From an optimization exercise on the open Yosys and OpenROAD flow, aimed at small area, a short achievable clock period and few clock cycles per item; shortcuts taken in it are not production practice.
Where RTL was checked, it was by simulation tests only, not by an equivalence proof against the original.
Function not checked in run 2: the RTL went through the layout flow alone.
Power is estimated from default activity; no workload was simulated.

==> flow/design.v (outline; a module is shown in full before it is edited, if it fits) <==
// module soc_curve_interp_validate: 639 lines
module soc_curve_interp_validate #(
  parameter int NUM_POINTS = 8
) (
  input  logic        clk,
  input  logic        rst,
  input  logic        cfg_wen,
  input  logic        cfg_index,
  input  logic [7:0]  cfg_data,
  input  logic        in_valid,
  output logic        in_ready,
  input  logic [19:0] in_data,
  output logic        out_valid,
  input  logic        out_ready,
  output logic [15:0] out_data
);
  // ...
==> flow/flow/run.sh <==
#!/bin/bash
set -euo pipefail
MARGIN=${FLOW_SETUP_MARGIN:-6.8}
export BUFFER_PORTS_ARGS="-buffer_cell sky130_fd_sc_hd__buf_1"
sed "s/SETUP_SLACK_MARGIN=[0-9.]*/SETUP_SLACK_MARGIN=${MARGIN}/" standard.sh > standard_margin.sh
bash standard_margin.sh > standard.log 2>&1
==> flow/standard.sh <==
#!/bin/bash
# synth_recipe.tcl (not shown) runs the flow's synth.tcl, then flattens the netlist and writes it again
# the make line also repeats each setting of config.mk as NAME=value (left out here)
make -C /OpenROAD-flow-scripts/flow DESIGN_CONFIG=/design/flow/config.mk WORK_HOME=/design/flow/orfs CLKGATE_MAP_FILE= SYNTH_SCRIPT=/design/flow/synth_recipe.tcl "${@:-finish}"
==> flow/config.mk <==
export PLATFORM = sky130hd
export DESIGN_NAME = soc_curve_interp_validate
export DESIGN_NICKNAME = soc_curve_interp_validate
export VERILOG_FILES = /design/flow/design.v
export SDC_FILE = /design/flow/constraint.sdc
export NUM_CORES = 4
export LEC_CHECK = 0
export ABC_AREA = 1
export CAP_MARGIN = 20
export CORE_MARGIN = 2
export CORE_UTILIZATION = 50
export CTS_BUF_LIST = sky130_fd_sc_hd__clkbuf_8
export CTS_CLUSTER_DIAMETER = 150
export CTS_CLUSTER_SIZE = 50
export SETUP_SLACK_MARGIN = 5
export SLEW_MARGIN = 20
==> flow/constraint.sdc <==
create_clock -name core_clock -period 10.0 [get_ports {clk}]
set_input_delay 2.0000 -clock core_clock [delete_from_list [all_inputs] [get_ports {clk}]]
set_output_delay 2.0000 -clock core_clock [all_outputs]
set_load 0.01 [all_outputs]
==> summary.txt, run 1 <==
Worst setup path end: acc[12]$_DFF_P_
Design area: 0.009094 mm^2
Internal power summed over all cells: 1.068 mW
Crit-path leading delay family: compound AO/OA/AOI/OAI gates
Number of sinks on the clock net: 142
Insertion delay to the later sink of the worst-skew pair: 0.46 ns
Most instantiated flip-flop cell in the synthesis netlist: edfxtp_1
Total of fill cells in the finished design: 1506
Die area: 0.01699 mm^2
Slew at the pin with the worst max-slew slack: 0.9943 ns
Outcome: finished clean
Share of the final layout cell area in sequential cells: 41.03%
Area of combinational cells with multiple inputs: 0.003796 mm^2
Drt first pass iters: 5
Reg2Reg Setup Slack: 6.82 ns
Count of cell instances traversed by the critical path: 22
Most common cell after layout, fill and taps aside: nand2_1
CTS Root Cell: clkbuf_8
Synthesis-stage register bit count: 142
FMAX: 0.3146 GHz
CP required: 10.39 ns
Average size of a mapped cell: 8.429 um^2
Yosys cell types: 55
Largest buffer count on any clock path: 2
Max transition margin: 33.20%
Top-level port count: 52
Largest registers in the final layout: acc x14, v x13, ve x8
Most used standard cell by instance count after synthesis: nand2_1
Detail Route met3 WL: 902 um
Initial DRC count: 515
Fraction of post-synthesis cell area in the top cell type by area: 32.73%
Reported sequential group power: 726 uW
Global routing usage on met2: 35.02%
Testbench counts, summed over its fixed seeds: cycles 3,368, items 3,200.
==> module soc_curve_interp_validate, before the edit <==
module soc_curve_interp_validate #(
  parameter int NUM_POINTS = 8
) (
  input  logic        clk,
  input  logic        rst,
  input  logic        cfg_wen,
  input  logic        cfg_index,
  input  logic [7:0]  cfg_data,
  input  logic        in_valid,
  output logic        in_ready,
  input  logic [19:0] in_data,
  output logic        out_valid,
  input  logic        out_ready,
  output logic [15:0] out_data
);
  logic [7:0] ve;
  logic [6:0] mt;
  logic       busy;
  always_ff @(posedge clk) begin
    if (rst) begin
      ve <= 8'd53;
      mt <= 7'd5;
    end else begin
      if (cfg_wen && cfg_index) mt <= cfg_data[6:0];
      if (cfg_wen && !cfg_index) ve <= cfg_data;
      else if (busy && eseg != 3'd5) ve <= {ve[1:0], ve[7:2]};
    end
  end
  logic [2:0]  eseg;    
  logic [1:0]  ebit;
  logic [13:0] acc;
  logic [1:0]  vbits;
  logic [15:0] mk;      
  logic [15:0] acc_sum;
  logic [13:0] acc_next;
  logic [4:0]  t1;
  logic [5:0]  t2;
  logic [6:0]  t3;
  logic [6:0]  t4;
  logic [5:0]  t5;
  assign vbits = ve[1:0];
  logic kt_new_n22, kt_new_n23, kt_new_n25, kt_new_n26, kt_new_n28, kt_new_n29, kt_new_n30, kt_new_n31, kt_new_n32, kt_new_n33, kt_new_n35, kt_new_n36, kt_new_n37, kt_new_n38, kt_new_n39, kt_new_n41, kt_new_n42, kt_new_n43, kt_new_n44, kt_new_n45, kt_new_n47, kt_new_n48, kt_new_n49, kt_new_n51, kt_new_n52, kt_new_n53, kt_new_n55, kt_new_n56, kt_new_n58, kt_new_n60, kt_new_n61, kt_new_n62, kt_new_n63, kt_new_n65, kt_new_n66, kt_new_n67, kt_new_n69, kt_new_n71, kt_new_n72, kt_new_n73, kt_new_n76;
  assign kt_new_n22 = ~eseg[2] & vbits[0];
  assign kt_new_n23 = eseg[1] & kt_new_n22;
  assign mk[15] = vbits[1] & kt_new_n23;
  assign kt_new_n25 = ~eseg[2] & vbits[1];
  assign kt_new_n26 = ~vbits[0] & kt_new_n25;
  assign mk[14] = eseg[1] & kt_new_n26;
  assign kt_new_n28 = eseg[1] & ~eseg[0];
  assign kt_new_n29 = ~eseg[1] & ~eseg[0];
  assign kt_new_n30 = ~eseg[2] & kt_new_n29;
  assign kt_new_n31 = vbits[0] & kt_new_n29;
  assign kt_new_n32 = eseg[2] & kt_new_n31;
  assign kt_new_n33 = ~kt_new_n23 & ~kt_new_n32;
  assign mk[0] = ~kt_new_n28 & ~kt_new_n33;
  assign kt_new_n35 = ~eseg[0] & vbits[1];
  assign kt_new_n36 = ~kt_new_n22 & ~kt_new_n35;
  assign kt_new_n37 = ~eseg[1] & ~kt_new_n36;
  assign kt_new_n38 = ~kt_new_n25 & ~kt_new_n37;
  assign kt_new_n39 = ~mk[0] & kt_new_n38;
  assign mk[3] = ~kt_new_n30 & ~kt_new_n39;
  assign kt_new_n41 = ~kt_new_n28 & mk[3];
  assign kt_new_n42 = vbits[1] & kt_new_n41;
  assign kt_new_n43 = vbits[0] & ~mk[15];
  assign kt_new_n44 = ~kt_new_n23 & ~kt_new_n25;
  assign kt_new_n45 = kt_new_n43 & ~kt_new_n44;
  assign mk[13] = kt_new_n42 | kt_new_n45;
  assign kt_new_n47 = ~mk[14] & ~kt_new_n37;
  assign kt_new_n48 = kt_new_n26 & ~kt_new_n47;
  assign kt_new_n49 = mk[3] & kt_new_n43;
  assign mk[12] = kt_new_n48 | kt_new_n49;
  assign kt_new_n51 = kt_new_n22 & mk[13];
  assign kt_new_n52 = ~eseg[0] & kt_new_n26;
  assign kt_new_n53 = ~kt_new_n31 & ~kt_new_n52;
  assign mk[9] = kt_new_n51 | ~kt_new_n53;
  assign kt_new_n55 = kt_new_n22 & mk[9];
  assign kt_new_n56 = ~eseg[1] & kt_new_n25;
  assign mk[11] = kt_new_n55 | kt_new_n56;
  assign kt_new_n58 = eseg[1] & kt_new_n42;
  assign mk[10] = ~kt_new_n47 | kt_new_n58;
  assign kt_new_n60 = ~vbits[1] & kt_new_n22;
  assign kt_new_n61 = ~kt_new_n26 & ~kt_new_n60;
  assign kt_new_n62 = ~mk[12] & ~kt_new_n61;
  assign kt_new_n63 = vbits[1] & ~kt_new_n33;
  assign mk[8] = kt_new_n62 | kt_new_n63;
  assign kt_new_n65 = ~kt_new_n22 & ~kt_new_n28;
  assign kt_new_n66 = ~kt_new_n47 & kt_new_n65;
  assign kt_new_n67 = ~mk[3] & ~kt_new_n66;
  assign mk[7] = ~mk[0] & ~kt_new_n67;
  assign kt_new_n69 = kt_new_n33 & ~kt_new_n60;
  assign mk[6] = kt_new_n66 | ~kt_new_n69;
  assign kt_new_n71 = ~kt_new_n23 & ~kt_new_n26;
  assign kt_new_n72 = eseg[0] & ~kt_new_n71;
  assign kt_new_n73 = kt_new_n31 & ~kt_new_n63;
  assign mk[5] = kt_new_n72 | kt_new_n73;
  assign mk[4] = ~kt_new_n31 & kt_new_n41;
  assign kt_new_n76 = ~mk[6] & ~mk[5];
  assign mk[2] = ~kt_new_n30 & ~kt_new_n76;
  assign mk[1] = kt_new_n41 & ~mk[8];
  assign acc_sum  = {2'b0, (ebit == 2'd0) ? 14'd0 : acc} + mk;
  assign acc_next = acc_sum[15:2];
  always_ff @(posedge clk) begin
    if (rst || (cfg_wen && !cfg_index)) begin
      busy <= 1'b1;
      eseg <= 3'd0;
      ebit <= 2'd0;
    end else if (busy) begin
      ebit <= ebit + 2'd1;
      if (ebit == 2'd3) eseg <= eseg + 3'd1;
      if (eseg == 3'd5) busy <= 1'b0;
    end
  end
  always_ff @(posedge clk) begin
    acc <= acc_next;
  end
  always_ff @(posedge clk) begin
    if (busy && ebit == 2'd0) begin
      case (eseg)
        3'd1: t1 <= acc[11:7];
        3'd2: t2 <= acc[12:7];
        3'd3: t3 <= acc[13:7];
        3'd4: t4 <= acc[13:7];
        3'd5: t5 <= acc[12:7];
        default: ;
      endcase
    end
  end
  logic [2:0] t6;
  logic [1:0] t7;
  logic t67_new_n14, t67_new_n15, t67_new_n16, t67_new_n17, t67_new_n18, t67_new_n19, t67_new_n21, t67_new_n22, t67_new_n23, t67_new_n24, t67_new_n25, t67_new_n26, t67_new_n27, t67_new_n28, t67_new_n30, t67_new_n31, t67_new_n32, t67_new_n33, t67_new_n34, t67_new_n35, t67_new_n36, t67_new_n37, t67_new_n38, t67_new_n39, t67_new_n40, t67_new_n41, t67_new_n42, t67_new_n43, t67_new_n44, t67_new_n45, t67_new_n46, t67_new_n47, t67_new_n48, t67_new_n51;
  assign t67_new_n14 = ve[7] & ve[6];
  assign t67_new_n15 = ve[2] & ve[1];
  assign t67_new_n16 = ~ve[3] & ~t67_new_n15;
  assign t67_new_n17 = ve[7] & ve[5];
  assign t67_new_n18 = ve[4] & t67_new_n17;
  assign t67_new_n19 = ~t67_new_n16 & t67_new_n18;
  assign t6[2] = t67_new_n14 | t67_new_n19;
  assign t67_new_n21 = ve[1] & ve[0];
  assign t67_new_n22 = ~ve[2] & ~t67_new_n21;
  assign t67_new_n23 = ve[6] & ve[4];
  assign t67_new_n24 = ve[3] & t67_new_n23;
  assign t67_new_n25 = ~t67_new_n22 & t67_new_n24;
  assign t67_new_n26 = ve[6] & ve[5];
  assign t67_new_n27 = ~ve[7] & ~t67_new_n26;
  assign t67_new_n28 = ~t67_new_n25 & t67_new_n27;
  assign t6[1] = ~t6[2] & ~t67_new_n28;
  assign t67_new_n30 = ~ve[4] & ~ve[2];
  assign t67_new_n31 = ~ve[3] & t67_new_n30;
  assign t67_new_n32 = t67_new_n26 & ~t67_new_n31;
  assign t67_new_n33 = t6[2] & t67_new_n32;
  assign t67_new_n34 = ~t6[2] & ~t67_new_n32;
  assign t67_new_n35 = ~t67_new_n33 & ~t67_new_n34;
  assign t67_new_n36 = ~ve[1] & ~ve[0];
  assign t67_new_n37 = t67_new_n30 & t67_new_n36;
  assign t67_new_n38 = ve[7] & ~t67_new_n37;
  assign t67_new_n39 = ~ve[6] & ~t67_new_n38;
  assign t67_new_n40 = ~t67_new_n25 & ~t67_new_n39;
  assign t67_new_n41 = ~ve[5] & ~t67_new_n40;
  assign t67_new_n42 = ve[3] & t67_new_n15;
  assign t67_new_n43 = ve[7] & ~ve[3];
  assign t67_new_n44 = ~ve[5] & ~t67_new_n43;
  assign t67_new_n45 = ~ve[4] & ~t67_new_n17;
  assign t67_new_n46 = ~t67_new_n44 & t67_new_n45;
  assign t67_new_n47 = ~t67_new_n42 & t67_new_n46;
  assign t67_new_n48 = ~t67_new_n41 & ~t67_new_n47;
  assign t6[0] = ~t67_new_n35 & t67_new_n48;
  assign t7[1] = t67_new_n14 & ~t67_new_n46;
  assign t67_new_n51 = ~ve[7] & ~t67_new_n32;
  assign t7[0] = ~t7[1] & ~t67_new_n51;
  logic        r0_v;
  logic [12:0] v;
  logic [6:0]  r0_c;
  logic [6:0]  e;
  logic ev_new_n21, ev_new_n22, ev_new_n23, ev_new_n24, ev_new_n25, ev_new_n26, ev_new_n27, ev_new_n28, ev_new_n29, ev_new_n30, ev_new_n31, ev_new_n33, ev_new_n34, ev_new_n35, ev_new_n36, ev_new_n37, ev_new_n38, ev_new_n39, ev_new_n40, ev_new_n41, ev_new_n42, ev_new_n43, ev_new_n44, ev_new_n45, ev_new_n46, ev_new_n47, ev_new_n48, ev_new_n49, ev_new_n50, ev_new_n51, ev_new_n52, ev_new_n53, ev_new_n54, ev_new_n55, ev_new_n56, ev_new_n57, ev_new_n58, ev_new_n59, ev_new_n60, ev_new_n61, ev_new_n62, ev_new_n63, ev_new_n64, ev_new_n65, ev_new_n66, ev_new_n67, ev_new_n68, ev_new_n69, ev_new_n70, ev_new_n71, ev_new_n72, ev_new_n73, ev_new_n74, ev_new_n75, ev_new_n76, ev_new_n77, ev_new_n78, ev_new_n79, ev_new_n80, ev_new_n81, ev_new_n82, ev_new_n83, ev_new_n84, ev_new_n85, ev_new_n86, ev_new_n87, ev_new_n88, ev_new_n89, ev_new_n90, ev_new_n91, ev_new_n92, ev_new_n93, ev_new_n94, ev_new_n95, ev_new_n96, ev_new_n97, ev_new_n98, ev_new_n99, ev_new_n100, ev_new_n101, ev_new_n102, ev_new_n103, ev_new_n104, ev_new_n105, ev_new_n106, ev_new_n107, ev_new_n108, ev_new_n109, ev_new_n110, ev_new_n111, ev_new_n112, ev_new_n113, ev_new_n114, ev_new_n115, ev_new_n116, ev_new_n117, ev_new_n118, ev_new_n119, ev_new_n120, ev_new_n121, ev_new_n122, ev_new_n123, ev_new_n125, ev_new_n126, ev_new_n127, ev_new_n128, ev_new_n130, ev_new_n131, ev_new_n132, ev_new_n133, ev_new_n134, ev_new_n135, ev_new_n136, ev_new_n137, ev_new_n138, ev_new_n139, ev_new_n140, ev_new_n141, ev_new_n142, ev_new_n143, ev_new_n144, ev_new_n145, ev_new_n146, ev_new_n147, ev_new_n148, ev_new_n150, ev_new_n151, ev_new_n152, ev_new_n153, ev_new_n154, ev_new_n155, ev_new_n156, ev_new_n157, ev_new_n158, ev_new_n159, ev_new_n160, ev_new_n161, ev_new_n162, ev_new_n163, ev_new_n164, ev_new_n165, ev_new_n166, ev_new_n167, ev_new_n168, ev_new_n169, ev_new_n170, ev_new_n171, ev_new_n172, ev_new_n173, ev_new_n174, ev_new_n175, ev_new_n176, ev_new_n177, ev_new_n178, ev_new_n179, ev_new_n180, ev_new_n181, ev_new_n182, ev_new_n183, ev_new_n184, ev_new_n185, ev_new_n186, ev_new_n187, ev_new_n188, ev_new_n189, ev_new_n190, ev_new_n191, ev_new_n192, ev_new_n193, ev_new_n194, ev_new_n195, ev_new_n196, ev_new_n197, ev_new_n198, ev_new_n199, ev_new_n200, ev_new_n201, ev_new_n202, ev_new_n203, ev_new_n204, ev_new_n205, ev_new_n206, ev_new_n207, ev_new_n208, ev_new_n209, ev_new_n210, ev_new_n211, ev_new_n212, ev_new_n213, ev_new_n214, ev_new_n215, ev_new_n216, ev_new_n217, ev_new_n218, ev_new_n219, ev_new_n220, ev_new_n221, ev_new_n222, ev_new_n223, ev_new_n224, ev_new_n225, ev_new_n226, ev_new_n227, ev_new_n228, ev_new_n229, ev_new_n230, ev_new_n231, ev_new_n232, ev_new_n234, ev_new_n235, ev_new_n236, ev_new_n237, ev_new_n238, ev_new_n239, ev_new_n240, ev_new_n241, ev_new_n242, ev_new_n243, ev_new_n244, ev_new_n245, ev_new_n246, ev_new_n247, ev_new_n248, ev_new_n249, ev_new_n250, ev_new_n251, ev_new_n252, ev_new_n253, ev_new_n254, ev_new_n255, ev_new_n256, ev_new_n257, ev_new_n258, ev_new_n259, ev_new_n260, ev_new_n261, ev_new_n262, ev_new_n263, ev_new_n264, ev_new_n265, ev_new_n266, ev_new_n267, ev_new_n268, ev_new_n269, ev_new_n270, ev_new_n271, ev_new_n272, ev_new_n273, ev_new_n275, ev_new_n276, ev_new_n277, ev_new_n278, ev_new_n279, ev_new_n280, ev_new_n281, ev_new_n282, ev_new_n283, ev_new_n284, ev_new_n285, ev_new_n286, ev_new_n287, ev_new_n288, ev_new_n289, ev_new_n290, ev_new_n291, ev_new_n292, ev_new_n293, ev_new_n294, ev_new_n295, ev_new_n296, ev_new_n297, ev_new_n298, ev_new_n299, ev_new_n300, ev_new_n301, ev_new_n302, ev_new_n303, ev_new_n304, ev_new_n305, ev_new_n306, ev_new_n307, ev_new_n308, ev_new_n309, ev_new_n310, ev_new_n311, ev_new_n312, ev_new_n313, ev_new_n314, ev_new_n315, ev_new_n316, ev_new_n317, ev_new_n318, ev_new_n319, ev_new_n320, ev_new_n321, ev_new_n322, ev_new_n323, ev_new_n324, ev_new_n325, ev_new_n326, ev_new_n327, ev_new_n328, ev_new_n329, ev_new_n330, ev_new_n331, ev_new_n332, ev_new_n333, ev_new_n334, ev_new_n335, ev_new_n336, ev_new_n337, ev_new_n338, ev_new_n339, ev_new_n340, ev_new_n341, ev_new_n342, ev_new_n343, ev_new_n344, ev_new_n345, ev_new_n346, ev_new_n347, ev_new_n348, ev_new_n349;
  assign ev_new_n21 = v[11] & v[10];
  assign ev_new_n22 = v[9] & ev_new_n21;
  assign ev_new_n23 = v[6] & v[4];
  assign ev_new_n24 = v[7] & ev_new_n23;
  assign ev_new_n25 = ~v[2] & ~v[1];
  assign ev_new_n26 = ~v[3] & ev_new_n25;
  assign ev_new_n27 = v[5] & v[4];
  assign ev_new_n28 = ~ev_new_n26 & ev_new_n27;
  assign ev_new_n29 = ev_new_n24 & ev_new_n28;
  assign ev_new_n30 = ~v[8] & ~ev_new_n29;
  assign ev_new_n31 = ev_new_n22 & ~ev_new_n30;
  assign e[6] = v[12] | ev_new_n31;
  assign ev_new_n33 = ~v[7] & v[6];
  assign ev_new_n34 = ~v[5] & ~v[4];
  assign ev_new_n35 = ~ev_new_n27 & ~ev_new_n34;
  assign ev_new_n36 = v[1] & v[0];
  assign ev_new_n37 = v[2] & ev_new_n36;
  assign ev_new_n38 = v[3] & ev_new_n37;
  assign ev_new_n39 = ev_new_n35 & ev_new_n38;
  assign ev_new_n40 = ~v[5] & ~ev_new_n39;
  assign ev_new_n41 = ev_new_n33 & ~ev_new_n40;
  assign ev_new_n42 = ~v[8] & v[6];
  assign ev_new_n43 = v[7] & ~v[6];
  assign ev_new_n44 = v[1] & ev_new_n43;
  assign ev_new_n45 = ~v[3] & ~ev_new_n33;
  assign ev_new_n46 = v[5] & ~v[2];
  assign ev_new_n47 = ~v[4] & ev_new_n46;
  assign ev_new_n48 = ev_new_n45 & ev_new_n47;
  assign ev_new_n49 = ~ev_new_n44 & ev_new_n48;
  assign ev_new_n50 = v[8] & ev_new_n49;
  assign ev_new_n51 = ~v[1] & ~v[0];
  assign ev_new_n52 = v[2] & ~ev_new_n51;
  assign ev_new_n53 = v[7] & ~ev_new_n52;
  assign ev_new_n54 = v[5] & v[3];
  assign ev_new_n55 = ~ev_new_n53 & ev_new_n54;
  assign ev_new_n56 = ~ev_new_n27 & ~ev_new_n55;
  assign ev_new_n57 = ev_new_n43 & ~ev_new_n56;
  assign ev_new_n58 = ~v[5] & ~v[3];
  assign ev_new_n59 = ~ev_new_n26 & ~ev_new_n58;
  assign ev_new_n60 = ev_new_n24 & ~ev_new_n59;
  assign ev_new_n61 = ~v[7] & ~v[6];
  assign ev_new_n62 = ~v[2] & ~ev_new_n36;
  assign ev_new_n63 = ~ev_new_n53 & ~ev_new_n62;
  assign ev_new_n64 = ~v[3] & ~ev_new_n63;
  assign ev_new_n65 = v[3] & ~ev_new_n62;
  assign ev_new_n66 = ~v[7] & ~v[4];
  assign ev_new_n67 = ~ev_new_n65 & ev_new_n66;
  assign ev_new_n68 = ~ev_new_n64 & ~ev_new_n67;
  assign ev_new_n69 = v[5] & ev_new_n68;
  assign ev_new_n70 = ~ev_new_n61 & ~ev_new_n69;
  assign ev_new_n71 = ~ev_new_n37 & ev_new_n45;
  assign ev_new_n72 = ~ev_new_n38 & ~ev_new_n71;
  assign ev_new_n73 = ~v[4] & ev_new_n72;
  assign ev_new_n74 = ~ev_new_n70 & ev_new_n73;
  assign ev_new_n75 = ~ev_new_n60 & ~ev_new_n74;
  assign ev_new_n76 = ~ev_new_n57 & ~ev_new_n75;
  assign ev_new_n77 = ~v[5] & ~ev_new_n68;
  assign ev_new_n78 = ~v[6] & ~v[4];
  assign ev_new_n79 = ~ev_new_n23 & ~ev_new_n78;
  assign ev_new_n80 = ev_new_n77 & ev_new_n79;
  assign ev_new_n81 = v[3] & ~ev_new_n61;
  assign ev_new_n82 = ~ev_new_n36 & ev_new_n81;
  assign ev_new_n83 = v[2] & v[1];
  assign ev_new_n84 = ~v[7] & ev_new_n83;
  assign ev_new_n85 = v[7] & ~ev_new_n83;
  assign ev_new_n86 = ~ev_new_n84 & ~ev_new_n85;
  assign ev_new_n87 = v[6] & ~v[4];
  assign ev_new_n88 = v[5] & ev_new_n87;
  assign ev_new_n89 = ev_new_n86 & ev_new_n88;
  assign ev_new_n90 = ~ev_new_n54 & ~ev_new_n78;
  assign ev_new_n91 = ~ev_new_n35 & ev_new_n52;
  assign ev_new_n92 = ~ev_new_n90 & ev_new_n91;
  assign ev_new_n93 = ~ev_new_n89 & ~ev_new_n92;
  assign ev_new_n94 = ~ev_new_n82 & ~ev_new_n93;
  assign ev_new_n95 = v[3] & ev_new_n83;
  assign ev_new_n96 = ev_new_n87 & ev_new_n95;
  assign ev_new_n97 = ~v[2] & ev_new_n51;
  assign ev_new_n98 = ev_new_n78 & ev_new_n97;
  assign ev_new_n99 = ~ev_new_n96 & ~ev_new_n98;
  assign ev_new_n100 = v[7] & ~ev_new_n99;
  assign ev_new_n101 = ~ev_new_n94 & ~ev_new_n100;
  assign ev_new_n102 = ~ev_new_n80 & ev_new_n101;
  assign ev_new_n103 = ~ev_new_n76 & ev_new_n102;
  assign ev_new_n104 = ~v[8] & ~ev_new_n103;
  assign ev_new_n105 = ~ev_new_n50 & ~ev_new_n104;
  assign ev_new_n106 = ~ev_new_n42 & ev_new_n105;
  assign ev_new_n107 = ev_new_n58 & ~ev_new_n99;
  assign ev_new_n108 = ev_new_n34 & ~ev_new_n65;
  assign ev_new_n109 = v[6] & ~ev_new_n28;
  assign ev_new_n110 = ~ev_new_n108 & ev_new_n109;
  assign ev_new_n111 = ~ev_new_n107 & ~ev_new_n110;
  assign ev_new_n112 = ~ev_new_n106 & ~ev_new_n111;
  assign ev_new_n113 = ~ev_new_n41 & ~ev_new_n112;
  assign ev_new_n114 = v[7] & ~v[5];
  assign ev_new_n115 = v[6] & ev_new_n114;
  assign ev_new_n116 = ev_new_n113 & ~ev_new_n115;
  assign ev_new_n117 = v[8] & ~v[6];
  assign ev_new_n118 = ~ev_new_n42 & ~ev_new_n117;
  assign ev_new_n119 = ~ev_new_n116 & ev_new_n118;
  assign ev_new_n120 = ev_new_n116 & ~ev_new_n118;
  assign ev_new_n121 = v[7] & ev_new_n22;
  assign ev_new_n122 = ~ev_new_n120 & ev_new_n121;
  assign ev_new_n123 = ~ev_new_n119 & ev_new_n122;
  assign e[5] = v[12] | ev_new_n123;
  assign ev_new_n125 = ~v[12] & ev_new_n22;
  assign ev_new_n126 = ~ev_new_n57 & ev_new_n116;
  assign ev_new_n127 = v[8] & ev_new_n43;
  assign ev_new_n128 = ev_new_n126 & ~ev_new_n127;
  assign e[4] = ev_new_n125 & ~ev_new_n128;
  assign ev_new_n130 = ev_new_n27 & ~ev_new_n113;
  assign ev_new_n131 = ~ev_new_n35 & ~ev_new_n87;
  assign ev_new_n132 = ~ev_new_n77 & ~ev_new_n131;
  assign ev_new_n133 = ~ev_new_n69 & ev_new_n132;
  assign ev_new_n134 = ev_new_n37 & ~ev_new_n133;
  assign ev_new_n135 = ~v[7] & ~ev_new_n134;
  assign ev_new_n136 = ~ev_new_n111 & ~ev_new_n135;
  assign ev_new_n137 = ev_new_n111 & ev_new_n133;
  assign ev_new_n138 = ~ev_new_n136 & ~ev_new_n137;
  assign ev_new_n139 = ~ev_new_n130 & ev_new_n138;
  assign ev_new_n140 = ~v[8] & ~ev_new_n139;
  assign ev_new_n141 = v[8] & v[7];
  assign ev_new_n142 = ~ev_new_n126 & ~ev_new_n141;
  assign ev_new_n143 = v[5] & ~ev_new_n49;
  assign ev_new_n144 = ~v[6] & ~ev_new_n143;
  assign ev_new_n145 = v[6] & ev_new_n143;
  assign ev_new_n146 = ~ev_new_n144 & ~ev_new_n145;
  assign ev_new_n147 = ~ev_new_n142 & ev_new_n146;
  assign ev_new_n148 = ~ev_new_n140 & ~ev_new_n147;
  assign e[3] = ev_new_n125 & ~ev_new_n148;
  assign ev_new_n150 = v[12] & ~v[11];
  assign ev_new_n151 = ~v[10] & ~v[9];
  assign ev_new_n152 = ~v[8] & ev_new_n151;
  assign ev_new_n153 = ev_new_n150 & ev_new_n152;
  assign ev_new_n154 = ~v[3] & ev_new_n34;
  assign ev_new_n155 = ev_new_n61 & ~ev_new_n83;
  assign ev_new_n156 = ev_new_n154 & ev_new_n155;
  assign ev_new_n157 = ev_new_n153 & ev_new_n156;
  assign ev_new_n158 = v[12] & ~ev_new_n157;
  assign ev_new_n159 = v[5] & ev_new_n62;
  assign ev_new_n160 = v[6] & ~ev_new_n52;
  assign ev_new_n161 = ~ev_new_n97 & ~ev_new_n160;
  assign ev_new_n162 = ~ev_new_n159 & ev_new_n161;
  assign ev_new_n163 = v[7] & ev_new_n162;
  assign ev_new_n164 = ~ev_new_n72 & ~ev_new_n163;
  assign ev_new_n165 = ev_new_n78 & ~ev_new_n164;
  assign ev_new_n166 = ev_new_n61 & ~ev_new_n77;
  assign ev_new_n167 = v[4] & v[1];
  assign ev_new_n168 = ~ev_new_n83 & ~ev_new_n167;
  assign ev_new_n169 = ~v[6] & ~v[0];
  assign ev_new_n170 = ~ev_new_n168 & ev_new_n169;
  assign ev_new_n171 = ~ev_new_n25 & ~ev_new_n83;
  assign ev_new_n172 = ~v[6] & v[4];
  assign ev_new_n173 = ~ev_new_n171 & ev_new_n172;
  assign ev_new_n174 = ~v[6] & ~v[2];
  assign ev_new_n175 = ~v[4] & ~ev_new_n174;
  assign ev_new_n176 = ev_new_n171 & ev_new_n175;
  assign ev_new_n177 = ~ev_new_n173 & ~ev_new_n176;
  assign ev_new_n178 = ~ev_new_n170 & ev_new_n177;
  assign ev_new_n179 = v[5] & ev_new_n178;
  assign ev_new_n180 = ev_new_n62 & ev_new_n87;
  assign ev_new_n181 = v[3] & ~ev_new_n97;
  assign ev_new_n182 = ~ev_new_n180 & ev_new_n181;
  assign ev_new_n183 = ~ev_new_n179 & ~ev_new_n182;
  assign ev_new_n184 = ~ev_new_n166 & ev_new_n183;
  assign ev_new_n185 = ~ev_new_n74 & ev_new_n184;
  assign ev_new_n186 = ev_new_n165 & ev_new_n185;
  assign ev_new_n187 = ~ev_new_n23 & ~ev_new_n133;
  assign ev_new_n188 = ~ev_new_n186 & ev_new_n187;
  assign ev_new_n189 = v[5] & ~ev_new_n61;
  assign ev_new_n190 = v[3] & ~ev_new_n25;
  assign ev_new_n191 = ev_new_n24 & ev_new_n190;
  assign ev_new_n192 = ~ev_new_n189 & ~ev_new_n191;
  assign ev_new_n193 = ev_new_n99 & ~ev_new_n192;
  assign ev_new_n194 = ~v[8] & ~ev_new_n193;
  assign ev_new_n195 = ~ev_new_n188 & ev_new_n194;
  assign ev_new_n196 = ev_new_n61 & ev_new_n108;
  assign ev_new_n197 = ~v[6] & ~ev_new_n55;
  assign ev_new_n198 = v[2] & ~ev_new_n27;
  assign ev_new_n199 = ev_new_n53 & ~ev_new_n198;
  assign ev_new_n200 = ~v[7] & ev_new_n36;
  assign ev_new_n201 = ev_new_n198 & ev_new_n200;
  assign ev_new_n202 = ~v[3] & ~ev_new_n201;
  assign ev_new_n203 = ~ev_new_n199 & ev_new_n202;
  assign ev_new_n204 = v[6] & ~ev_new_n154;
  assign ev_new_n205 = ev_new_n62 & ~ev_new_n78;
  assign ev_new_n206 = ~ev_new_n204 & ev_new_n205;
  assign ev_new_n207 = ~ev_new_n203 & ev_new_n206;
  assign ev_new_n208 = ~ev_new_n197 & ev_new_n207;
  assign ev_new_n209 = ~ev_new_n196 & ~ev_new_n208;
  assign ev_new_n210 = ~ev_new_n143 & ev_new_n209;
  assign ev_new_n211 = ev_new_n95 & ~ev_new_n178;
  assign ev_new_n212 = v[8] & ~ev_new_n211;
  assign ev_new_n213 = ~v[8] & ev_new_n181;
  assign ev_new_n214 = ev_new_n57 & ~ev_new_n213;
  assign ev_new_n215 = ~ev_new_n212 & ~ev_new_n214;
  assign ev_new_n216 = v[9] & ~ev_new_n215;
  assign ev_new_n217 = ~ev_new_n210 & ev_new_n216;
  assign ev_new_n218 = ev_new_n29 & ev_new_n215;
  assign ev_new_n219 = ev_new_n55 & ev_new_n165;
  assign ev_new_n220 = ~v[4] & ev_new_n83;
  assign ev_new_n221 = v[5] & ~v[3];
  assign ev_new_n222 = ~ev_new_n220 & ev_new_n221;
  assign ev_new_n223 = ~ev_new_n39 & ~ev_new_n222;
  assign ev_new_n224 = ev_new_n33 & ~ev_new_n223;
  assign ev_new_n225 = ev_new_n29 & ~ev_new_n71;
  assign ev_new_n226 = ~v[9] & ~ev_new_n225;
  assign ev_new_n227 = ev_new_n21 & ~ev_new_n226;
  assign ev_new_n228 = ~ev_new_n224 & ev_new_n227;
  assign ev_new_n229 = ~ev_new_n219 & ev_new_n228;
  assign ev_new_n230 = ~ev_new_n218 & ev_new_n229;
  assign ev_new_n231 = ~ev_new_n217 & ev_new_n230;
  assign ev_new_n232 = ~ev_new_n195 & ev_new_n231;
  assign e[2] = ev_new_n158 | ev_new_n232;
  assign ev_new_n234 = v[2] & ev_new_n130;
  assign ev_new_n235 = v[7] & ~ev_new_n167;
  assign ev_new_n236 = ~ev_new_n36 & ev_new_n235;
  assign ev_new_n237 = ~ev_new_n174 & ~ev_new_n235;
  assign ev_new_n238 = ~ev_new_n236 & ~ev_new_n237;
  assign ev_new_n239 = v[2] & ev_new_n23;
  assign ev_new_n240 = ev_new_n51 & ev_new_n78;
  assign ev_new_n241 = ev_new_n58 & ~ev_new_n240;
  assign ev_new_n242 = ~ev_new_n239 & ev_new_n241;
  assign ev_new_n243 = ~ev_new_n238 & ev_new_n242;
  assign ev_new_n244 = ev_new_n185 & ~ev_new_n243;
  assign ev_new_n245 = ev_new_n24 & ev_new_n244;
  assign ev_new_n246 = v[4] & ~ev_new_n164;
  assign ev_new_n247 = ev_new_n209 & ~ev_new_n246;
  assign ev_new_n248 = ~v[6] & ev_new_n114;
  assign ev_new_n249 = ev_new_n65 & ev_new_n248;
  assign ev_new_n250 = ev_new_n215 & ~ev_new_n249;
  assign ev_new_n251 = ~ev_new_n247 & ~ev_new_n250;
  assign ev_new_n252 = ~ev_new_n245 & ~ev_new_n251;
  assign ev_new_n253 = ev_new_n105 & ev_new_n252;
  assign ev_new_n254 = ~ev_new_n58 & ~ev_new_n79;
  assign ev_new_n255 = ~ev_new_n97 & ev_new_n254;
  assign ev_new_n256 = ev_new_n195 & ev_new_n255;
  assign ev_new_n257 = ev_new_n253 & ~ev_new_n256;
  assign ev_new_n258 = ~ev_new_n234 & ev_new_n257;
  assign ev_new_n259 = ev_new_n125 & ~ev_new_n258;
  assign ev_new_n260 = ev_new_n40 & ev_new_n43;
  assign ev_new_n261 = ~v[12] & v[8];
  assign ev_new_n262 = ev_new_n21 & ev_new_n261;
  assign ev_new_n263 = ~ev_new_n41 & ev_new_n262;
  assign ev_new_n264 = ~ev_new_n260 & ev_new_n263;
  assign ev_new_n265 = ~v[7] & ev_new_n226;
  assign ev_new_n266 = ~v[5] & ~ev_new_n95;
  assign ev_new_n267 = ev_new_n90 & ~ev_new_n266;
  assign ev_new_n268 = v[7] & ~ev_new_n44;
  assign ev_new_n269 = ev_new_n267 & ~ev_new_n268;
  assign ev_new_n270 = ~ev_new_n226 & ~ev_new_n269;
  assign ev_new_n271 = ~ev_new_n265 & ~ev_new_n270;
  assign ev_new_n272 = ev_new_n264 & ev_new_n271;
  assign ev_new_n273 = ~ev_new_n157 & ~ev_new_n272;
  assign e[1] = ev_new_n259 | ~ev_new_n273;
  assign ev_new_n275 = ~v[4] & ~ev_new_n84;
  assign ev_new_n276 = ev_new_n58 & ~ev_new_n97;
  assign ev_new_n277 = ~ev_new_n275 & ev_new_n276;
  assign ev_new_n278 = ev_new_n253 & ev_new_n277;
  assign ev_new_n279 = ~ev_new_n49 & ev_new_n209;
  assign ev_new_n280 = ~ev_new_n244 & ~ev_new_n279;
  assign ev_new_n281 = ~v[2] & v[1];
  assign ev_new_n282 = ~ev_new_n200 & ~ev_new_n281;
  assign ev_new_n283 = ev_new_n23 & ~ev_new_n282;
  assign ev_new_n284 = v[4] & ev_new_n36;
  assign ev_new_n285 = v[7] & v[2];
  assign ev_new_n286 = ~ev_new_n78 & ev_new_n285;
  assign ev_new_n287 = ~ev_new_n284 & ev_new_n286;
  assign ev_new_n288 = ~ev_new_n52 & ev_new_n61;
  assign ev_new_n289 = ~v[1] & v[0];
  assign ev_new_n290 = ev_new_n66 & ev_new_n289;
  assign ev_new_n291 = ~ev_new_n288 & ~ev_new_n290;
  assign ev_new_n292 = ~ev_new_n287 & ev_new_n291;
  assign ev_new_n293 = ~ev_new_n283 & ev_new_n292;
  assign ev_new_n294 = ev_new_n155 & ev_new_n293;
  assign ev_new_n295 = ~ev_new_n280 & ~ev_new_n294;
  assign ev_new_n296 = ~ev_new_n278 & ev_new_n295;
  assign ev_new_n297 = v[9] & ~ev_new_n296;
  assign ev_new_n298 = v[4] & ~v[0];
  assign ev_new_n299 = ev_new_n26 & ev_new_n298;
  assign ev_new_n300 = v[9] & ~ev_new_n181;
  assign ev_new_n301 = ~ev_new_n299 & ev_new_n300;
  assign ev_new_n302 = ev_new_n260 & ~ev_new_n301;
  assign ev_new_n303 = ev_new_n203 & ~ev_new_n226;
  assign ev_new_n304 = v[7] & ~ev_new_n35;
  assign ev_new_n305 = ~v[9] & ~ev_new_n304;
  assign ev_new_n306 = ~v[5] & v[2];
  assign ev_new_n307 = v[7] & v[0];
  assign ev_new_n308 = ~ev_new_n298 & ~ev_new_n307;
  assign ev_new_n309 = ev_new_n306 & ~ev_new_n308;
  assign ev_new_n310 = v[3] & ~ev_new_n86;
  assign ev_new_n311 = ~ev_new_n309 & ev_new_n310;
  assign ev_new_n312 = ~ev_new_n305 & ev_new_n311;
  assign ev_new_n313 = ev_new_n204 & ~ev_new_n312;
  assign ev_new_n314 = ~ev_new_n303 & ev_new_n313;
  assign ev_new_n315 = ~ev_new_n302 & ~ev_new_n314;
  assign ev_new_n316 = ~ev_new_n297 & ev_new_n315;
  assign ev_new_n317 = ev_new_n262 & ~ev_new_n316;
  assign ev_new_n318 = v[1] & ev_new_n78;
  assign ev_new_n319 = ~ev_new_n162 & ~ev_new_n318;
  assign ev_new_n320 = ~ev_new_n76 & ev_new_n215;
  assign ev_new_n321 = ~ev_new_n319 & ~ev_new_n320;
  assign ev_new_n322 = ev_new_n215 & ~ev_new_n293;
  assign ev_new_n323 = ~ev_new_n321 & ~ev_new_n322;
  assign ev_new_n324 = ev_new_n54 & ~ev_new_n323;
  assign ev_new_n325 = ev_new_n23 & ev_new_n213;
  assign ev_new_n326 = ~ev_new_n267 & ~ev_new_n325;
  assign ev_new_n327 = ~ev_new_n114 & ev_new_n326;
  assign ev_new_n328 = ev_new_n68 & ~ev_new_n185;
  assign ev_new_n329 = ev_new_n209 & ~ev_new_n328;
  assign ev_new_n330 = ~ev_new_n178 & ~ev_new_n329;
  assign ev_new_n331 = v[7] & ev_new_n25;
  assign ev_new_n332 = ~ev_new_n326 & ev_new_n331;
  assign ev_new_n333 = ~ev_new_n330 & ~ev_new_n332;
  assign ev_new_n334 = ~ev_new_n327 & ~ev_new_n333;
  assign ev_new_n335 = ev_new_n46 & ~ev_new_n298;
  assign ev_new_n336 = ~ev_new_n167 & ~ev_new_n306;
  assign ev_new_n337 = ~ev_new_n335 & ev_new_n336;
  assign ev_new_n338 = ~v[7] & ~v[5];
  assign ev_new_n339 = ev_new_n51 & ~ev_new_n338;
  assign ev_new_n340 = ev_new_n45 & ~ev_new_n339;
  assign ev_new_n341 = ~ev_new_n54 & ~ev_new_n81;
  assign ev_new_n342 = ~ev_new_n340 & ev_new_n341;
  assign ev_new_n343 = ~ev_new_n337 & ev_new_n342;
  assign ev_new_n344 = ~ev_new_n244 & ~ev_new_n343;
  assign ev_new_n345 = ~v[8] & ~ev_new_n344;
  assign ev_new_n346 = ~ev_new_n334 & ~ev_new_n345;
  assign ev_new_n347 = ~ev_new_n324 & ev_new_n346;
  assign ev_new_n348 = ev_new_n125 & ~ev_new_n347;
  assign ev_new_n349 = ~ev_new_n157 & ~ev_new_n348;
  assign e[0] = ev_new_n317 | ~ev_new_n349;
  logic [2:0] sg;
  logic sg_new_n17, sg_new_n18, sg_new_n19, sg_new_n20, sg_new_n21, sg_new_n22, sg_new_n23, sg_new_n24, sg_new_n25, sg_new_n26, sg_new_n27, sg_new_n29, sg_new_n30, sg_new_n31, sg_new_n32, sg_new_n33, sg_new_n34, sg_new_n35, sg_new_n36, sg_new_n37, sg_new_n38, sg_new_n39, sg_new_n40, sg_new_n41, sg_new_n42, sg_new_n43, sg_new_n44, sg_new_n45, sg_new_n46, sg_new_n47, sg_new_n48, sg_new_n50, sg_new_n51, sg_new_n52, sg_new_n53, sg_new_n54, sg_new_n55, sg_new_n56, sg_new_n57, sg_new_n58, sg_new_n59, sg_new_n60, sg_new_n61, sg_new_n62, sg_new_n63, sg_new_n64, sg_new_n65, sg_new_n66, sg_new_n67;
  assign sg_new_n17 = v[11] & v[10];
  assign sg_new_n18 = v[9] & sg_new_n17;
  assign sg_new_n19 = ~v[1] & ~v[0];
  assign sg_new_n20 = ~v[2] & sg_new_n19;
  assign sg_new_n21 = v[3] & ~sg_new_n20;
  assign sg_new_n22 = ~v[6] & ~v[5];
  assign sg_new_n23 = ~v[4] & sg_new_n22;
  assign sg_new_n24 = ~sg_new_n21 & sg_new_n23;
  assign sg_new_n25 = v[7] & ~sg_new_n24;
  assign sg_new_n26 = ~v[8] & ~sg_new_n25;
  assign sg_new_n27 = sg_new_n18 & ~sg_new_n26;
  assign sg[2] = ~v[12] & ~sg_new_n27;
  assign sg_new_n29 = v[5] & v[4];
  assign sg_new_n30 = v[2] & ~sg_new_n19;
  assign sg_new_n31 = ~v[3] & ~sg_new_n30;
  assign sg_new_n32 = sg_new_n29 & ~sg_new_n31;
  assign sg_new_n33 = v[8] & ~v[7];
  assign sg_new_n34 = ~v[6] & sg_new_n33;
  assign sg_new_n35 = sg_new_n18 & sg_new_n34;
  assign sg_new_n36 = ~sg_new_n32 & sg_new_n35;
  assign sg_new_n37 = sg_new_n18 & ~sg_new_n25;
  assign sg_new_n38 = ~sg_new_n36 & sg_new_n37;
  assign sg_new_n39 = v[8] & v[7];
  assign sg_new_n40 = sg_new_n17 & sg_new_n39;
  assign sg_new_n41 = v[2] & v[1];
  assign sg_new_n42 = v[0] & sg_new_n41;
  assign sg_new_n43 = ~v[3] & ~sg_new_n42;
  assign sg_new_n44 = v[6] & sg_new_n29;
  assign sg_new_n45 = ~sg_new_n43 & sg_new_n44;
  assign sg_new_n46 = ~v[9] & ~sg_new_n45;
  assign sg_new_n47 = sg_new_n40 & ~sg_new_n46;
  assign sg_new_n48 = ~v[12] & ~sg_new_n47;
  assign sg[1] = ~sg_new_n38 & sg_new_n48;
  assign sg_new_n50 = v[7] & sg_new_n24;
  assign sg_new_n51 = ~v[7] & ~sg_new_n41;
  assign sg_new_n52 = v[5] & ~sg_new_n51;
  assign sg_new_n53 = ~v[4] & sg_new_n43;
  assign sg_new_n54 = ~sg_new_n52 & sg_new_n53;
  assign sg_new_n55 = ~v[7] & ~v[5];
  assign sg_new_n56 = v[6] & ~sg_new_n55;
  assign sg_new_n57 = ~sg_new_n54 & sg_new_n56;
  assign sg_new_n58 = ~sg_new_n50 & ~sg_new_n57;
  assign sg_new_n59 = ~v[8] & sg_new_n18;
  assign sg_new_n60 = ~sg_new_n58 & sg_new_n59;
  assign sg_new_n61 = v[4] & v[3];
  assign sg_new_n62 = sg_new_n42 & sg_new_n61;
  assign sg_new_n63 = sg_new_n22 & ~sg_new_n62;
  assign sg_new_n64 = sg_new_n40 & ~sg_new_n63;
  assign sg_new_n65 = sg_new_n46 & sg_new_n64;
  assign sg_new_n66 = ~sg_new_n36 & ~sg_new_n65;
  assign sg_new_n67 = ~sg_new_n60 & sg_new_n66;
  assign sg[0] = v[12] | sg_new_n67;
  logic [6:0] t_raw;
  always_comb begin
    case (sg)
      3'd1: t_raw = {2'd0, t1};
      3'd2: t_raw = {1'd0, t2};
      3'd3: t_raw = t3;
      3'd4: t_raw = t4;
      3'd5: t_raw = {1'd0, t5};
      3'd6: t_raw = {4'd0, t6};
      default: t_raw = {5'd0, t7};
    endcase
  end
  logic       r1_v;
  logic [6:0] r1_e, r1_c, r1_t;
  logic [6:0] tol;
  logic [7:0] d;
  logic [6:0] ad;
  logic       ok;
  assign tol = (r1_t < mt) ? mt : r1_t;
  assign d   = {1'b0, r1_c} - {1'b0, r1_e};
  assign ad  = d[7] ? 7'(-d) : d[6:0];
  assign ok  = ad < tol;
  logic       s_v;
  logic       s_ok, h_ok;
  logic [6:0] s_e, s_t, h_e, h_t;
  logic       h_free, r1_en, r0_en;
  assign h_free = !out_valid || out_ready;
  assign r1_en  = !r1_v || !s_v;
  assign r0_en  = !r0_v || r1_en;
  logic       r0_v_n, r1_v_n, s_v_n, busy_n, busy_long_n;
  always_comb begin
    r0_v_n = r0_en ? (in_valid && in_ready) : r0_v;
    r1_v_n = r1_en ? r0_v : r1_v;
    s_v_n  = h_free ? 1'b0 : (s_v || r1_v);
    busy_n = (cfg_wen && !cfg_index) || (busy && eseg != 3'd5);
    busy_long_n = (cfg_wen && !cfg_index) || (busy && eseg != 3'd5 && !(eseg == 3'd4 && ebit == 2'd3));
  end
  always_ff @(posedge clk) begin
    if (rst) begin
      r0_v      <= 1'b0;
      r1_v      <= 1'b0;
      s_v       <= 1'b0;
      out_valid <= 1'b0;
      in_ready  <= 1'b0;
    end else begin
      r0_v      <= r0_v_n;
      r1_v      <= r1_v_n;
      s_v       <= s_v_n;
      out_valid <= h_free ? (s_v || r1_v) : 1'b1;
      in_ready  <= !busy_long_n && (!r0_v_n || !r1_v_n || !s_v_n);
    end
  end
  always_ff @(posedge clk) begin
    if (r0_en) begin
      v    <= in_data[19:7];
      r0_c <= in_data[6:0];
    end
    if (r1_en) begin
      r1_e <= e;
      r1_c <= r0_c;
      r1_t <= t_raw;
    end
    if (!s_v) begin
      s_ok <= ok;
      s_e  <= r1_e;
      s_t  <= tol;
    end
    if (h_free) begin
      if (s_v) begin
        h_ok <= s_ok;
        h_e  <= s_e;
        h_t  <= s_t;
      end else begin
        h_ok <= ok;
        h_e  <= r1_e;
        h_t  <= tol;
      end
    end
  end
  assign out_data = {h_ok, h_e, 1'b0, h_t};
endmodule
==> run 2, diff against run 1 <==
--- a/flow/design.v
+++ b/flow/design.v
@@ -571,13 +571,144 @@
   logic       r1_v;
   logic [6:0] r1_e, r1_c, r1_t;
   logic [6:0] tol;
-  logic [7:0] d;
-  logic [6:0] ad;
   logic       ok;
-  assign tol = (r1_t < mt) ? mt : r1_t;
-  assign d   = {1'b0, r1_c} - {1'b0, r1_e};
-  assign ad  = d[7] ? 7'(-d) : d[6:0];
-  assign ok  = ad < tol;
+  logic sb_new_n37, sb_new_n38, sb_new_n39, sb_new_n40, sb_new_n41, sb_new_n42, sb_new_n43, sb_new_n44, sb_new_n45, sb_new_n46, sb_new_n47, sb_new_n48, sb_new_n49, sb_new_n50, sb_new_n51, sb_new_n52, sb_new_n53, sb_new_n54, sb_new_n55, sb_new_n56, sb_new_n57, sb_new_n58, sb_new_n59, sb_new_n60, sb_new_n61, sb_new_n62, sb_new_n63, sb_new_n64, sb_new_n65, sb_new_n66, sb_new_n67, sb_new_n68, sb_new_n69, sb_new_n70, sb_new_n71, sb_new_n72, sb_new_n73, sb_new_n74, sb_new_n75, sb_new_n76, sb_new_n77, sb_new_n78, sb_new_n79, sb_new_n80, sb_new_n81, sb_new_n82, sb_new_n83, sb_new_n84, sb_new_n85, sb_new_n86, sb_new_n87, sb_new_n89, sb_new_n90, sb_new_n91, sb_new_n92, sb_new_n93, sb_new_n94, sb_new_n95, sb_new_n96, sb_new_n97, sb_new_n98, sb_new_n99, sb_new_n100, sb_new_n101, sb_new_n102, sb_new_n103, sb_new_n104, sb_new_n105, sb_new_n106, sb_new_n107, sb_new_n108, sb_new_n109, sb_new_n110, sb_new_n111, sb_new_n112, sb_new_n113, sb_new_n114, sb_new_n115, sb_new_n116, sb_new_n117, sb_new_n119, sb_new_n120, sb_new_n121, sb_new_n122, sb_new_n123, sb_new_n125, sb_new_n126, sb_new_n127, sb_new_n128, sb_new_n129, sb_new_n130, sb_new_n132, sb_new_n133, sb_new_n134, sb_new_n135, sb_new_n136, sb_new_n137, sb_new_n139, sb_new_n140, sb_new_n141, sb_new_n142, sb_new_n144, sb_new_n145, sb_new_n146, sb_new_n147, sb_new_n148, sb_new_n149, sb_new_n150, sb_new_n151, sb_new_n152, sb_new_n153, sb_new_n154, sb_new_n156, sb_new_n157, sb_new_n158, sb_new_n159, sb_new_n160, sb_new_n161, sb_new_n162, sb_new_n163, sb_new_n164, sb_new_n165, sb_new_n166, sb_new_n167, sb_new_n168, sb_new_n169, sb_new_n170, sb_new_n171;
+  assign sb_new_n37 = r1_c[5] & ~r1_e[5];
+  assign sb_new_n38 = ~r1_c[6] & r1_e[6];
+  assign sb_new_n39 = ~sb_new_n37 & sb_new_n38;
+  assign sb_new_n40 = ~r1_c[5] & r1_e[5];
+  assign sb_new_n41 = r1_c[6] & ~r1_e[6];
+  assign sb_new_n42 = ~sb_new_n40 & sb_new_n41;
+  assign sb_new_n43 = ~sb_new_n39 & ~sb_new_n42;
+  assign sb_new_n44 = r1_c[2] & ~r1_e[2];
+  assign sb_new_n45 = ~r1_c[2] & r1_e[2];
+  assign sb_new_n46 = ~sb_new_n44 & ~sb_new_n45;
+  assign sb_new_n47 = ~r1_c[1] & r1_e[1];
+  assign sb_new_n48 = ~r1_e[0] & ~sb_new_n47;
+  assign sb_new_n49 = r1_c[1] & ~r1_e[1];
+  assign sb_new_n50 = ~sb_new_n44 & ~sb_new_n49;
+  assign sb_new_n51 = ~sb_new_n48 & sb_new_n50;
+  assign sb_new_n52 = ~r1_c[3] & r1_e[3];
+  assign sb_new_n53 = ~sb_new_n45 & ~sb_new_n52;
+  assign sb_new_n54 = ~sb_new_n51 & sb_new_n53;
+  assign sb_new_n55 = r1_c[4] & ~r1_e[4];
+  assign sb_new_n56 = r1_c[3] & ~r1_e[3];
+  assign sb_new_n57 = ~sb_new_n55 & ~sb_new_n56;
+  assign sb_new_n58 = ~sb_new_n54 & sb_new_n57;
+  assign sb_new_n59 = ~r1_c[4] & r1_e[4];
+  assign sb_new_n60 = ~sb_new_n58 & ~sb_new_n59;
+  assign sb_new_n61 = ~sb_new_n37 & ~sb_new_n60;
+  assign sb_new_n62 = ~sb_new_n38 & ~sb_new_n40;
+  assign sb_new_n63 = ~sb_new_n61 & sb_new_n62;
+  assign sb_new_n64 = ~sb_new_n41 & ~sb_new_n63;
+  assign sb_new_n65 = ~sb_new_n47 & ~sb_new_n64;
+  assign sb_new_n66 = ~sb_new_n49 & sb_new_n64;
+  assign sb_new_n67 = ~sb_new_n65 & ~sb_new_n66;
+  assign sb_new_n68 = sb_new_n46 & ~sb_new_n67;
+  assign sb_new_n69 = ~sb_new_n44 & ~sb_new_n64;
+  assign sb_new_n70 = ~sb_new_n45 & sb_new_n64;
+  assign sb_new_n71 = ~sb_new_n69 & ~sb_new_n70;
+  assign sb_new_n72 = ~sb_new_n68 & ~sb_new_n71;
+  assign sb_new_n73 = ~sb_new_n52 & ~sb_new_n56;
+  assign sb_new_n74 = sb_new_n72 & sb_new_n73;
+  assign sb_new_n75 = ~sb_new_n52 & ~sb_new_n64;
+  assign sb_new_n76 = ~sb_new_n56 & sb_new_n64;
+  assign sb_new_n77 = ~sb_new_n75 & ~sb_new_n76;
+  assign sb_new_n78 = ~sb_new_n74 & ~sb_new_n77;
+  assign sb_new_n79 = ~sb_new_n55 & ~sb_new_n59;
+  assign sb_new_n80 = ~sb_new_n78 & sb_new_n79;
+  assign sb_new_n81 = ~sb_new_n59 & ~sb_new_n64;
+  assign sb_new_n82 = ~sb_new_n55 & sb_new_n64;
+  assign sb_new_n83 = ~sb_new_n81 & ~sb_new_n82;
+  assign sb_new_n84 = ~sb_new_n80 & ~sb_new_n83;
+  assign sb_new_n85 = ~sb_new_n37 & ~sb_new_n40;
+  assign sb_new_n86 = ~sb_new_n84 & sb_new_n85;
+  assign sb_new_n87 = ~sb_new_n43 & ~sb_new_n86;
+  assign tol[6] = r1_t[6] | mt[6];
+  assign sb_new_n89 = sb_new_n87 & ~tol[6];
+  assign sb_new_n90 = sb_new_n84 & ~sb_new_n85;
+  assign sb_new_n91 = ~sb_new_n86 & ~sb_new_n90;
+  assign sb_new_n92 = mt[0] & mt[1];
+  assign sb_new_n93 = r1_t[1] & ~sb_new_n92;
+  assign sb_new_n94 = ~mt[0] & ~mt[1];
+  assign sb_new_n95 = r1_t[2] & ~mt[2];
+  assign sb_new_n96 = ~sb_new_n94 & ~sb_new_n95;
+  assign sb_new_n97 = ~sb_new_n93 & sb_new_n96;
+  assign sb_new_n98 = ~r1_t[2] & mt[2];
+  assign sb_new_n99 = ~r1_t[3] & mt[3];
+  assign sb_new_n100 = ~sb_new_n98 & ~sb_new_n99;
+  assign sb_new_n101 = ~sb_new_n97 & sb_new_n100;
+  assign sb_new_n102 = r1_t[4] & ~mt[4];
+  assign sb_new_n103 = r1_t[3] & ~mt[3];
+  assign sb_new_n104 = ~sb_new_n102 & ~sb_new_n103;
+  assign sb_new_n105 = ~sb_new_n101 & sb_new_n104;
+  assign sb_new_n106 = ~r1_t[4] & mt[4];
+  assign sb_new_n107 = ~r1_t[5] & mt[5];
+  assign sb_new_n108 = ~sb_new_n106 & ~sb_new_n107;
+  assign sb_new_n109 = ~sb_new_n105 & sb_new_n108;
+  assign sb_new_n110 = r1_t[5] & ~mt[5];
+  assign sb_new_n111 = r1_t[6] & ~mt[6];
+  assign sb_new_n112 = ~sb_new_n110 & ~sb_new_n111;
+  assign sb_new_n113 = ~sb_new_n109 & sb_new_n112;
+  assign sb_new_n114 = ~r1_t[6] & mt[6];
+  assign sb_new_n115 = ~sb_new_n113 & ~sb_new_n114;
+  assign sb_new_n116 = ~mt[5] & ~sb_new_n115;
+  assign sb_new_n117 = ~r1_t[5] & sb_new_n115;
+  assign tol[5] = ~sb_new_n116 & ~sb_new_n117;
+  assign sb_new_n119 = ~sb_new_n91 & ~tol[5];
+  assign sb_new_n120 = sb_new_n78 & ~sb_new_n79;
+  assign sb_new_n121 = ~sb_new_n80 & ~sb_new_n120;
+  assign sb_new_n122 = ~mt[4] & ~sb_new_n115;
+  assign sb_new_n123 = ~r1_t[4] & sb_new_n115;
+  assign tol[4] = ~sb_new_n122 & ~sb_new_n123;
+  assign sb_new_n125 = ~sb_new_n121 & ~tol[4];
+  assign sb_new_n126 = sb_new_n121 & tol[4];
+  assign sb_new_n127 = ~sb_new_n72 & ~sb_new_n73;
+  assign sb_new_n128 = ~sb_new_n74 & ~sb_new_n127;
+  assign sb_new_n129 = ~mt[3] & ~sb_new_n115;
+  assign sb_new_n130 = ~r1_t[3] & sb_new_n115;
+  assign tol[3] = ~sb_new_n129 & ~sb_new_n130;
+  assign sb_new_n132 = ~sb_new_n128 & ~tol[3];
+  assign sb_new_n133 = sb_new_n128 & tol[3];
+  assign sb_new_n134 = ~sb_new_n46 & sb_new_n67;
+  assign sb_new_n135 = ~sb_new_n68 & ~sb_new_n134;
+  assign sb_new_n136 = ~mt[2] & ~sb_new_n115;
+  assign sb_new_n137 = ~r1_t[2] & sb_new_n115;
+  assign tol[2] = ~sb_new_n136 & ~sb_new_n137;
+  assign sb_new_n139 = sb_new_n135 & ~tol[2];
+  assign sb_new_n140 = ~sb_new_n47 & ~sb_new_n49;
+  assign sb_new_n141 = ~mt[1] & ~sb_new_n115;
+  assign sb_new_n142 = ~r1_t[1] & sb_new_n115;
+  assign tol[1] = ~sb_new_n141 & ~sb_new_n142;
+  assign sb_new_n144 = ~sb_new_n140 & ~tol[1];
+  assign sb_new_n145 = r1_e[0] & sb_new_n64;
+  assign sb_new_n146 = r1_c[0] & ~sb_new_n64;
+  assign sb_new_n147 = ~r1_c[0] & ~r1_e[0];
+  assign sb_new_n148 = ~sb_new_n146 & ~sb_new_n147;
+  assign sb_new_n149 = ~sb_new_n145 & sb_new_n148;
+  assign sb_new_n150 = sb_new_n140 & tol[1];
+  assign sb_new_n151 = r1_c[0] & r1_e[0];
+  assign sb_new_n152 = ~sb_new_n147 & ~sb_new_n151;
+  assign sb_new_n153 = ~mt[0] & ~sb_new_n115;
+  assign sb_new_n154 = ~r1_t[0] & sb_new_n115;
+  assign tol[0] = ~sb_new_n153 & ~sb_new_n154;
+  assign sb_new_n156 = ~sb_new_n152 & tol[0];
+  assign sb_new_n157 = ~sb_new_n150 & ~sb_new_n156;
+  assign sb_new_n158 = ~sb_new_n149 & sb_new_n157;
+  assign sb_new_n159 = ~sb_new_n144 & ~sb_new_n158;
+  assign sb_new_n160 = ~sb_new_n135 & tol[2];
+  assign sb_new_n161 = ~sb_new_n159 & ~sb_new_n160;
+  assign sb_new_n162 = ~sb_new_n139 & ~sb_new_n161;
+  assign sb_new_n163 = ~sb_new_n133 & ~sb_new_n162;
+  assign sb_new_n164 = ~sb_new_n132 & ~sb_new_n163;
+  assign sb_new_n165 = ~sb_new_n126 & ~sb_new_n164;
+  assign sb_new_n166 = ~sb_new_n125 & ~sb_new_n165;
+  assign sb_new_n167 = ~sb_new_n119 & sb_new_n166;
+  assign sb_new_n168 = ~sb_new_n87 & tol[6];
+  assign sb_new_n169 = sb_new_n91 & tol[5];
+  assign sb_new_n170 = ~sb_new_n168 & ~sb_new_n169;
+  assign sb_new_n171 = ~sb_new_n167 & sb_new_n170;
+  assign ok = ~sb_new_n89 & ~sb_new_n171;
   logic       s_v;
   logic       s_ok, h_ok;
   logic [6:0] s_e, s_t, h_e, h_t;
==> flow/flow/run.sh (replaced) <==
#!/bin/bash
set -euo pipefail
MARGIN=${FLOW_SETUP_MARGIN:-6.7}
export BUFFER_PORTS_ARGS="-buffer_cell sky130_fd_sc_hd__buf_1"
sed "s/SETUP_SLACK_MARGIN=[0-9.]*/SETUP_SLACK_MARGIN=${MARGIN}/" standard.sh > standard_margin.sh
bash standard_margin.sh > standard.log 2>&1
==> run 2 against run 1 <==
Still clean on timing, DRC and antenna. Combinational power down 4%. Maximum frequency fell by 6.0%. Non-clock buffer count decreased by 1. Area after synthesis increased by 0.63%. Critical path type unchanged. Critical endpoint is now h_ok$_DFFE_PN_.
==> summary.txt, run 2 <==
Outcome: finished clean (unchanged)
Final critical-path setup slack: 6.618 ns (was 6.821 ns)
RSZ-0062 raised after global routing: yes (unchanged)
Final Total Pwr: 1.511 mW (was 1.542 mW)
Max transition margin: 34.47% (was 33.20%)
Vias in the first global route: 6150 (was 5914)
Most used standard cell by instance count after synthesis: nand2_1 (unchanged)
Count of buffers inserted at the top-level ports: 50 (unchanged)
Number of warnings issued by yosys: 1 (unchanged)
Final GP Congestion: 0.9607 (was 0.9526)
Instance count of the mapped netlist: 974 (was 947)
Overall track demand over capacity in global routing: 23.17% (was 22.85%)
Post-DP HPWL: 14.01 mm (was 13.64 mm)
Worst vdd rail ir drop: 0.0001068 V (was 0.00009429 V)
Drt first pass iters: 5 (unchanged)
First-pass GRT wire length: 30.47 mm (was 29.94 mm)
Slowest stage cell on the critical path: edfxtp_1 (was dfxtp_4)
Horizontal extent of the die: 130.8 um (was 130.4 um)
Placement Rows: 46 (unchanged)
Max FFs per register: 14 (unchanged)
Average size of a mapped cell: 8.247 um^2 (was 8.429 um^2)
Leftover overflow at the end of global routing: 0 (unchanged)
Reg2Reg Setup Slack: 6.62 ns (was 6.82 ns)
Crit-path leading delay family: adder cells (was compound AO/OA/AOI/OAI gates)
Drt drc: 0 (unchanged)
Leakage: 4.059 nW (was 4.021 nW)
Area growth from synthesis to final layout: 14.38% (was 13.92%)
CP most frequent cell: nand2_1
Total of hold buffers inserted after clock tree synthesis: 0 (unchanged)
TritonCTS clock tree: done (unchanged)
Post-Syn Area: 0.008033 mm^2 (was 0.007983 mm^2)
Final core utilization: 58.26% (was 57.66%)
Min-delay src: r0_c[3]$_DFFE_PN_ (was r0_c[5]$_DFFE_PN_)
Die area: 0.01710 mm^2 (was 0.01699 mm^2)
Post-detailed-route count of antenna-violating nets: 0 (unchanged)
Reg-to-reg endpoint: h_ok$_DFFE_PN_ (was acc[12]$_DFF_P_)
Type of element capturing the critical path: register (unchanged)
Largest buffer count on any clock path: 2 (unchanged)
Share of synthesized flip-flops with an asynchronous set or reset: 0% (unchanged)
Maximum level of the CTS H-tree: 4 (unchanged)
Total Negative Setup Slacks: 0 ns (unchanged)
Top-level port count: 52 (unchanged)
Delay of the slowest critical-path stage: 0.40 ns (was 0.37 ns)
Starting density of the core: 50.94% (was 50.62%)
Routed wire length: 19.62 mm (was 18.87 mm)
Core area: 0.01577 mm^2 (unchanged)
Kind of critical path: register to register (unchanged)
Register with the most flip-flops: acc (unchanged)
Clock-pin slew of the registers on the worst-case setup and hold paths: 0.08 ns (about the same)
Initial antenna violation count: 0 (unchanged)
Layout cells sized above 1: 14.72% (was 10.92%)
Synth area leaders: edfxtp_1, dfxtp_1, nand2_1, ha_1, inv_1 (unchanged)
Largest registers in the final layout: acc x14, v x13, ve x8 (unchanged)
Critical R2R Launch: r1_e[3]$_DFFE_PN_ (was eseg[1]$_SDFFE_PP0P_)
Number of failing setup endpoints in the final timing report: 0 (unchanged)
Routed len/inst: 15.38 um (was 15.08 um)
Yosys cell types: 54 (was 55)
Final worst clock skew: 0.01733 ns (was 0.01531 ns)
Crit path max fanout: 2 (was 4)
Endpoint of the worst hold path: r1_c[3]$_DFFE_PN_ (was r1_c[5]$_DFFE_PN_)
CP Buf/Inv Count: 2 (was 4)
Number of buffers created by CTS: 17 (unchanged)
Number of max-slew violations in the final report: 0 (unchanged)
R2r worst-path depth: 27 (was 22)
Nets: 1127 (was 1109)
Top library cells by usage in the layout, fill and taps aside: nand2_1, inv_1, nor2_1 (unchanged)
Area leader, netlist: edfxtp_1 (unchanged)
Most instantiated flip-flop cell in the synthesis netlist: edfxtp_1 (unchanged)
Number of sinks on the clock net: 142 (unchanged)
Ranking of synthesized cells by instance count: nand2_1, inv_1, nor2_1 (unchanged)
Placement-stage worst setup slack: 6.109 ns (was 6.135 ns)
Hold Fails Final Rpt: 0 (unchanged)
Initial DRC count: 590 (was 515)
Number of antenna repair diodes: 0 (unchanged)
Synthesis-stage register bit count: 142 (unchanged)
Mapped Nets: 1054 (was 1034)
Share of the clock period used by the worst path: 33.82% (was 31.79%)
HP Class: register to register (unchanged)
Count of cell instances traversed by the critical path: 27 (was 22)
Number of maximum-capacitance violations: 0 (unchanged)
Power density of the placed cells: 164.5 mW/mm^2 (was 169.5 mW/mm^2)
Number of vias after detailed routing: 6787 (was 6569)
Final min period: 3.382 ns (was 3.179 ns)
FMAX: 0.2957 GHz (was 0.3146 GHz)
CTS Root Cell: clkbuf_8 (unchanged)
Most common cell after layout, fill and taps aside: nand2_1 (unchanged)
CP required: 10.21 ns (was 10.39 ns)
Height of the die: 130.8 um (was 130.4 um)
Data arrival time of the critical path: 3.59 ns (was 3.57 ns)
Worst hold path stage count: 0 (unchanged)
Insertion delay to the later sink of the worst-skew pair: 0.46 ns (about the same)
Pin count of the biggest net entering global routing: 29 (was 32)
Vias per cell: 5.319 (was 5.251)
Proportion of synthesized chip area in sequential cells: 46.23% (was 46.52%)
Slew at the pin with the worst max-slew slack: 0.9755 ns (was 0.9943 ns)
Fraction of post-synthesis cell area in the top cell type by area: 32.52% (was 32.73%)
Launching element type of the critical path: register (unchanged)
Number of flops mapped to enable cells by yosys: 87 (unchanged)
## run 2: stage by stage
step,instances,hold WS (ns),area (um^2)
final,1276,0.4226,9188
after global routing,1276,0.4226,9188
after CTS,1255,0.4217,8866
after detailed placement,1220,0.4056,8392
after global placement,1220,0.4057,8392
after floorplan,974,0.4003,8033
## run 2: routing by layer
metal  up-vias  routed length (um)  global-route usage, %
li1       3427                   -                      -
met1      3091                9140                  32.47
met2       236                8862                  36.03
met3        33                1171                  4.438
met4         0                 448                  8.260
met5         -                   0                      0
## run 2: power breakdown
| part | internal (mW) | switching, mW | leakage, nW |
|---|---|---|---|
| Sequential | 0.689 | 0.0416 | 1.35 |
| Combinational | 0.125 | 0.198 | 2.50 |
| Clock | 0.228 | 0.230 | 0.207 |
| Total | 1.04 | 0.469 | 4.06 |
## run 2: repair_timing
item | 4_1_cts | 5_1_grt
setup buffers | 3 | 21
gates resized for setup | 22 | 51
pin swaps | 15 | 29
endpoints found under the setup margin | 16 | 19
## run 2: logic make-up (layout without fill, tap and decap cells)
group	count (synthesis)	count (layout)	share of synthesized area, %
DFF	142	142	46.23
buffers and inverters	167	253	8.209
adders and majority gates	46	46	7.165
other	1	1	0.04668
xor gates and xnor gates	13	13	1.417
muxes	1	1	0.1246
and+or+nand+nor	429	429	23.18
AOI/OAI and AO/OA	175	175	13.63
## run 2: worst max-delay path by stage
| stage | startpoint | endpoint | slack [ns] |
|---|---|---|---|
| floorplan | r1_e[1]$_DFFE_PN_ | h_ok$_DFFE_PN_ | 6.81 |
| global placement | cfg_wen | ve[1]$_SDFFE_PP0P_ | 6.17 |
| detailed placement | cfg_wen | ve[3]$_SDFFE_PP0P_ | 6.11 |
| CTS | r1_c[1]$_DFFE_PN_ | h_ok$_DFFE_PN_ | 6.56 |
| global route | r1_c[1]$_DFFE_PN_ | h_ok$_DFFE_PN_ | 6.35 |
| finish | r1_e[3]$_DFFE_PN_ | h_ok$_DFFE_PN_ | 6.62 |
## run 2: final cells by class
type	instances	area [um^2]
fill	1479	6583
clock inverter	14	140.1
multi-input combinational	665	3861
clock buffer	18	247.7
inverter	146	563.0
sequential	142	3730
tap	216	270.3
timing repair buffer	75	375.4

Check on run 2: ideal ports give 6.618 ns setup slack; a clkbuf_16 on the clock port and buf_2 on the inputs give 6.618 ns; moving port delays by the midpoint clock arrival (0.489 ns) as well gives 6.448 ns.
